Context: an optimization exercise on an open-source flow, tuned for small area and a short achievable clock period. The choices shown serve that exercise and are no tape-out recipe. In this exercise RTL edits were held to simulation tests only and were not proved equivalent to the original. Power and IR drop assume default switching activity.

## pifo_pop_collector_top
module pifo_pop_collector_top (
  input  logic        i_clk,
  input  logic        i_arst_n,
  input  logic [3:0]  i_pop_req,
  input  logic [7:0]  i_pop_req_tree_id,
  input  logic [3:0]  i_is_level0_pop,
  input  logic [7:0]  i_tree_id,
  input  logic [63:0] i_pop_data,
  output logic        o_valid,
  input  logic        i_ready,
  output logic [1:0]  o_tree_id,
  output logic [15:0] o_data,
  output logic        o_empty_pop,
  output logic [4:0]  o_count,
  output logic [31:0] o_outstanding,
  output logic        o_overflow,
  output logic        o_unexpected,
  input  logic        i_clr_err
);
==> flow/config.mk <==
export PLATFORM = sky130hd
export DESIGN_NAME = pifo_pop_collector_top
export DESIGN_NICKNAME = pifo_pop_collector_top
export VERILOG_FILES = /design/flow/design.v
export SDC_FILE = /design/flow/constraint.sdc
export NUM_CORES = 4
export LEC_CHECK = 0
export CAP_MARGIN = 20
export CORE_MARGIN = 2
export CORE_UTILIZATION = 65
export CTS_BUF_LIST = sky130_fd_sc_hd__clkbuf_8
export CTS_CLUSTER_DIAMETER = 50
export CTS_CLUSTER_SIZE = 14
export GPL_TIMING_DRIVEN = 0
export SETUP_SLACK_MARGIN = 4.2
export SLEW_MARGIN = 20
export SYNTH_HIERARCHICAL = 1
export SYNTH_MINIMUM_KEEP_SIZE = 0
export TNS_END_PERCENT = 0
==> flow/constraint.sdc <==
create_clock -name core_clock -period 7.0 [get_ports {i_clk}]
set_input_delay 1.4000 -clock core_clock [delete_from_list [all_inputs] [get_ports {i_clk}]]
set_output_delay 1.4000 -clock core_clock [all_outputs]
set_load 0.01 [all_outputs]
standard.sh (not shown) runs the stock make flow with config.mk's settings and CLKGATE_MAP_FILE= SYNTH_SCRIPT=/design/flow/synth_recipe.tcl, a recipe that flattens the netlist after the stock synthesis.
==> flow/flow/run.sh <==
#!/bin/bash
set -euo pipefail
export BUFFER_PORTS_ARGS="-buffer_cell sky130_fd_sc_hd__buf_1"
bash standard.sh > standard_flow.log 2>&1
Then changed:
--- a/flow/design.v
+++ b/flow/design.v
@@ -97,20 +97,21 @@
   output logic [TREE_NUM-1:0][CNTW-1:0] o_outstanding,
   output logic                     o_overflow,
   output logic                     o_unexpected,
   input  logic                     i_clr_err
 );
   localparam int EW = TREE_NUM_BITS + DW;    
   localparam int NB = 4;                     
   localparam int HB = CNTW - 2;              
   logic [EW-1:0]     r_mem [0:DEPTH-1];
   logic [EW-1:0]     r_head;
+  logic              r_head_ones;
   logic [AW-1:0]     r_rd_ptr;
   logic [AW-1:0]     r_wr_ptr;    
   logic [AW:0]       r_count;
   logic              r_valid;
   logic [CNTW-1:0]   r_outstanding [0:TREE_NUM-1];
   logic              r_overflow;
   logic              r_unexpected;
   logic [3:0]        p;
   assign p = i_is_level0_pop;
   logic [AW-1:0]     w_wr_ptr;
@@ -201,20 +202,21 @@
     end
     pifo_ohmux20 u_head (
       .s (w_head_sel),
       .d ({w_lane_d[3][i], w_lane_d[2][i], w_lane_d[1][i], w_lane_d[0][i], col}),
       .y (w_head_d[i])
     );
   end
   always_ff @(posedge i_clk) begin
     if (w_fire | w_cnt0) begin
       r_head      <= w_head_d;
+      r_head_ones <= &w_head_d[DW-1:0];
     end
   end
   logic [HB-1:0]     w_out_hi [0:TREE_NUM-1];   
   logic [1:0]        w_out_lo [0:TREE_NUM-1];   
   logic              w_unexp;
   logic [TREE_NUM-1:0] w_up, w_dn;
   logic [HB-1:0]     w_tog_u [0:TREE_NUM-1];   
   logic [HB-1:0]     w_tog_d [0:TREE_NUM-1];   
   logic [1:0]        w_f1 [0:TREE_NUM-1];    
   logic [1:0]        w_f2 [0:TREE_NUM-1];
@@ -351,21 +353,21 @@
       r_wr_ptr <= w_wr_nxt;
       r_count <= w_count_nxt;
       r_valid <= w_valid_nxt;
       for (int t = 0; t < TREE_NUM; t++) r_outstanding[t] <= {w_out_hi[t], w_out_lo[t]};
       r_overflow   <= w_drop  | (r_overflow   & ~i_clr_err);
       r_unexpected <= w_unexp | (r_unexpected & ~i_clr_err);
     end
   end
   assign o_valid      = r_valid;
   assign {o_tree_id, o_data} = r_head;
-  assign o_empty_pop  = &r_head[DW-1:0];
+  assign o_empty_pop  = r_head_ones;
   assign o_count      = r_count;
   assign o_overflow   = r_overflow;
   assign o_unexpected = r_unexpected;
   always_comb begin
     for (int t = 0; t < TREE_NUM; t++) o_outstanding[t] = r_outstanding[t];
   end
 endmodule
 module pifo_pop_collector_top (
   input  logic        i_clk,
   input  logic        i_arst_n,
After rerunning: Sequential power is higher by 23%. Combinational power is higher by 39%. Maximum frequency is higher by 0.53%. Hold slack is worse by 21 ps. Utilization is higher by 0.36 points.

-- what the ideal ports hide --
The results above use ideal ports. As a check the final layouts listed here were re-extracted and re-timed, cells and wires unchanged. Step 1 assumes that a clkbuf_16 drives the clock port and a buf_2 every other input. Step 2 also shifts input and output timing later by t, the mid clock arrival at the registers, as if the neighbouring blocks saw the same clock. Slacks: ideal ports / drivers / drivers and shift; pairs: ideal ports / drivers.
run	shift t [ns]	setup slack, ns	worst setup path at the end	worst data-port slew with drivers (ns)	pins driven straight from the clock port
the first run	0.611	3.829 / 3.829 / 3.227	input to register	0.05	1
the second run	0.602	3.845 / 3.851 / 3.249	input to register	0.09	1
After both steps setup and hold are still met in every run listed. For the first run, which loses most, drivers alone change the setup slack by 0.000 ns; drivers and shift together by -0.602 ns.
